Source: an optimization exercise on an open RTL-to-GDS flow (aim: small area, a short achievable clock period and few clock cycles per item). Production flows keep margins and buffers that such runs may drop.
Only simulation tests tie the RTL to the original design; equivalence was not proved.

// cpu_top
module cpu_top
(
    input  wire         clk,
    input  wire         rst_n,
    input  wire  [15:0] mem,
    input  wire  [15:0] in,
    output logic        we,
    output logic [5:0]  addr,
    output logic [15:0] data,
    output logic [15:0] out,
    output logic [5:0]  pc,
    output logic        status
);
    localparam logic [3:0] T_NONE  = 4'd0;
    localparam logic [3:0] T_INSTR = 4'd1;   
    localparam logic [3:0] T_VY    = 4'd2;   
    localparam logic [3:0] T_VZ    = 4'd3;   
    localparam logic [3:0] T_DST   = 4'd4;   
    localparam logic [3:0] T_SHOW  = 4'd5;   
    localparam logic [3:0] T_PY    = 4'd6;   
    localparam logic [3:0] T_PZ    = 4'd7;   
    localparam logic [3:0] T_PS    = 4'd8;   
    localparam logic [3:0] T_FY    = 4'd9;   
    localparam logic [3:0] T_FX    = 4'd10;  
    localparam logic [1:0] CU_NONE = 2'd0;
    localparam logic [1:0] CU_ADD  = 2'd1;
    localparam logic [1:0] CU_MUL  = 2'd2;
    localparam logic [1:0] CU_DIV  = 2'd3;
    logic [3:0]  itag;       
    logic [3:0]  mtag;       
    logic [7:0]  ir;         
    logic [15:0] ra, rb, rc;
    logic [5:0]  dest;
    logic        pend_x, pend_y, pend_z;
    logic        show_m, stop_m;
    logic        fetched;
    logic        wpend, rdy, dest_rdy;
    logic        need_y, need_z;
    logic [1:0]  cu;
    logic        sub_q;
    logic        dphase, cb;
    logic [3:0]  dk;
    logic        fy_ptr, fx_use, fx_ptr;    
    logic        st1;                       
    assign data = ra;
    logic        stale, start;
    logic        stale_q;       
    logic [15:0] ci;
    assign stale = we && (mtag == T_INSTR) && stale_q;
    assign start = (mtag == T_INSTR) && !stale && !wpend;
    assign ci    = mem;
  ...
==> flow/config.mk <==
export PLATFORM = sky130hd
export DESIGN_NAME = cpu_top
export DESIGN_NICKNAME = cpu_top
export VERILOG_FILES = /design/flow/design.v
export SDC_FILE = /design/flow/constraint.sdc
export NUM_CORES = 4
export LEC_CHECK = 0
export ABC_AREA = 1
export CAP_MARGIN = 20
export CORE_MARGIN = 2
export CORE_UTILIZATION = 80
export SLEW_MARGIN = 20
==> flow/constraint.sdc <==
create_clock -name core_clock -period 36.0 [get_ports {clk}]
set_input_delay 7.2000 -clock core_clock [delete_from_list [all_inputs] [get_ports {clk}]]
set_output_delay 7.2000 -clock core_clock [all_outputs]
set_load 0.01 [all_outputs]
standard.sh (not shown) runs the stock make flow with config.mk's settings and CLKGATE_MAP_FILE= SYNTH_SCRIPT=/design/flow/synth_recipe.tcl, a recipe that flattens the netlist after the stock synthesis.
==> flow/flow/run.sh <==
#!/bin/bash
# The standard layout (the standard.sh: unchanged synthesis and steps)
# with two choices of cells:
#  - port buffers: plain buf_2 instead of the clock delay buffer that
#    buffer_ports picks by default;
#  - clock tree: clkbuf_8 buffers at the leaves (clkbuf_16 at the root) and
#    no dummy loads, instead of clkbuf_16 everywhere.
set -euo pipefail
export BUFFER_PORTS_ARGS="-buffer_cell sky130_fd_sc_hd__buf_2"
export CTS_ARGS="-sink_clustering_enable -repair_clock_nets -dont_use_dummy_load -buf_list sky130_fd_sc_hd__clkbuf_8 -root_buf sky130_fd_sc_hd__clkbuf_16"
bash standard.sh > standard_sh.log 2>&1
Testbench counts at the start, summed over its fixed seeds: cycles 28,540, instrs 5,006.
==> next run, changes <==
--- a/flow/design.v
+++ b/flow/design.v
@@ -64,19 +64,19 @@
     logic        dphase, cb;
     logic [3:0]  dk;
     logic        fy_ptr, fx_use, fx_ptr;    
     logic        st1;                       
     assign data = ra;
     logic        stale, start;
     logic        stale_q;       
     logic [15:0] ci;
     assign stale = we && (mtag == T_INSTR) && stale_q;
-    assign start = (mtag == T_INSTR) && !stale && !wpend;
+    assign start = (mtag == T_INSTR) && !stale;
     assign ci    = mem;
     logic [3:0] op;
     assign op = ci[15:12];
     logic d_mov, d_add, d_sub, d_mul, d_div, d_in, d_out, d_stop, d_alu, d_yop, d_wr;
     assign d_mov  = (op == 4'h0);
     assign d_add  = (op == 4'h1);
     assign d_sub  = (op == 4'h2);
     assign d_mul  = (op == 4'h3);
     assign d_div  = (op == 4'h4);
@@ -176,67 +176,64 @@
     assign it_ptr = (it == T_PY) || (it == T_PZ) || (it == T_PS);
     logic rdy_n1, dest_n1, wr_n1;
     always_comb begin
         rdy_n1 = rdy || done_now;
         case (cu)
             CU_NONE: if (it == T_VY) rdy_n1 = 1'b1;
             CU_ADD:  if (!rdy && (!need_y || mt == T_VY) && (!need_z || mt == T_VZ))
                          rdy_n1 = 1'b1;
             CU_MUL:  if (cu_act && dk == 4'd2) rdy_n1 = 1'b1;
-            CU_DIV:  if ((cu_act && !b_is0 && dstep && dk == 4'd1) ||
-                         (!rdy && !cu_act && (!need_y || mt == T_VY) && (!need_z || mt == T_VZ)))
-                         rdy_n1 = 1'b1;
+            CU_DIV:  if (cu_act && !b_is0 && dstep && dk == 4'd1) rdy_n1 = 1'b1;
             default: ;
         endcase
     end
     assign dest_n1 = dest_rdy || (mt == T_DST) || (it == T_DST);
     assign wr_n1   = !wpend || (rdy_n1 && dest_n1 && !it_ptr);
     assign rd_ok = !start && !deref && any_pend &&
                    !(stop_m && (it == T_PS));
-    assign f_ok  = !start && !deref && !any_pend && !stop_m && wr_n1 &&
-                   (!fetched || ((mtag == T_INSTR) && wpend));
+    assign f_ok  = !start && !deref && !any_pend && !fetched && !stop_m && wr_n1;
     logic w_ok;
     assign w_ok = !start && !deref && !rd_ok && !f_ok && wpend &&
                   (rdy || done_now) && (dest_rdy || (mt == T_DST));
     logic [5:0] w_addr;
     assign w_addr = (mt == T_DST) ? mem[5:0] : dest;
     logic halt;
     assign halt = !start && stop_m && !any_pend && (mt != T_PS) && (itag == T_NONE);
     always_ff @(posedge clk or negedge rst_n) begin
         if (!rst_n) begin
             addr   <= 6'd8;
-            pc     <= 6'd8;
+            pc     <= 6'd9;
             we     <= 1'b0;
             itag   <= T_NONE;
             mtag   <= T_INSTR;
             status <= 1'b0;
             out    <= 16'd0;
             wpend  <= 1'b0;
         end else begin
             mtag <= itag;
             we   <= 1'b0;
             itag <= T_NONE;
             if (mt == T_SHOW) out <= mem;
             if (stale) begin
                 itag <= T_INSTR;
             end else if (start) begin
-                pc    <= pc + 6'd1;
                 wpend <= d_wr;
                 addr  <= {3'd0, ci[15] ? ci[10:8] : ci[6:4]};
                 itag  <= ci[15] ? T_FX : T_FY;
             end else if (deref) begin
                 addr <= mem[5:0];
                 itag <= (mt == T_PY) ? T_VY : (mt == T_PZ) ? T_VZ : T_SHOW;
             end else if (rd_ok) begin
                 addr <= {3'd0, fld[2:0]};
                 itag <= rtag;
             end else if (f_ok) begin
                 addr <= pc;
+                pc   <= pc + 6'd1;
                 itag <= T_INSTR;
             end else if (w_ok) begin
                 addr  <= w_addr;
                 we    <= 1'b1;
                 wpend <= 1'b0;
             end
             if (halt) status <= 1'b1;
         end
     end
@@ -245,19 +242,18 @@
             if (mt == T_VY) need_y <= 1'b0;
             if (mt == T_VZ) need_z <= 1'b0;
             if (mt == T_DST) dest_rdy <= 1'b1;
             if ((mt == T_VY) && (cu == CU_NONE)) rdy <= 1'b1;
             if (rd_ok) begin
                 if (sel_x) pend_x <= 1'b0;
                 if (sel_y) pend_y <= 1'b0;
                 if (sel_z) pend_z <= 1'b0;
             end
-            if ((mtag == T_INSTR) && wpend) fetched <= 1'b0;
             if (f_ok) fetched <= 1'b1;
             stale_q <= (w_addr == addr);
             if (cu_act) begin
                 if (cu_done) rdy <= 1'b1;
                 if (cu == CU_MUL) begin
                     cb <= ra[3];
                     dk <= dk + 4'd1;
                 end
                 if (cu == CU_DIV && !b_is0) begin
- The new run finished clean
- cell count rose by 0.33%
- routed wire length rose by 3.4%
- setup slack improved by 23 ps
- sequential share of layout area fell by 0.35 points
Testbench counts after the change, summed over its fixed seeds: cycles 28,922, instrs 5,006.

==> separate check: timing with driven ports <==
Ports are ideal in the flow. The routed layouts listed here were re-timed in OpenROAD. Step 1 assumes that a clkbuf_16 drives the clock port and a buf_2 every other input. Step 2 moves the port delays by t, midway between the first and last clock arrival at a register: inputs arrive t later, outputs are due t later. That takes back most of the time a late clock gives input paths. Slacks: ideal / step 1 / step 2; pairs: ideal / step 1.
run | shift t [ns] | setup slack, ns | worst slew at a driven data input, ns
the first run | 0.417 | 27.647 / 27.606 / 27.415 | 0.06
the second run | 0.409 | 27.670 / 27.623 / 27.341 | 0.04
After both steps every run listed still meets setup and hold. The setup slack of the second run, which loses most, moves by -0.047 ns with the drivers and by -0.329 ns with both steps.
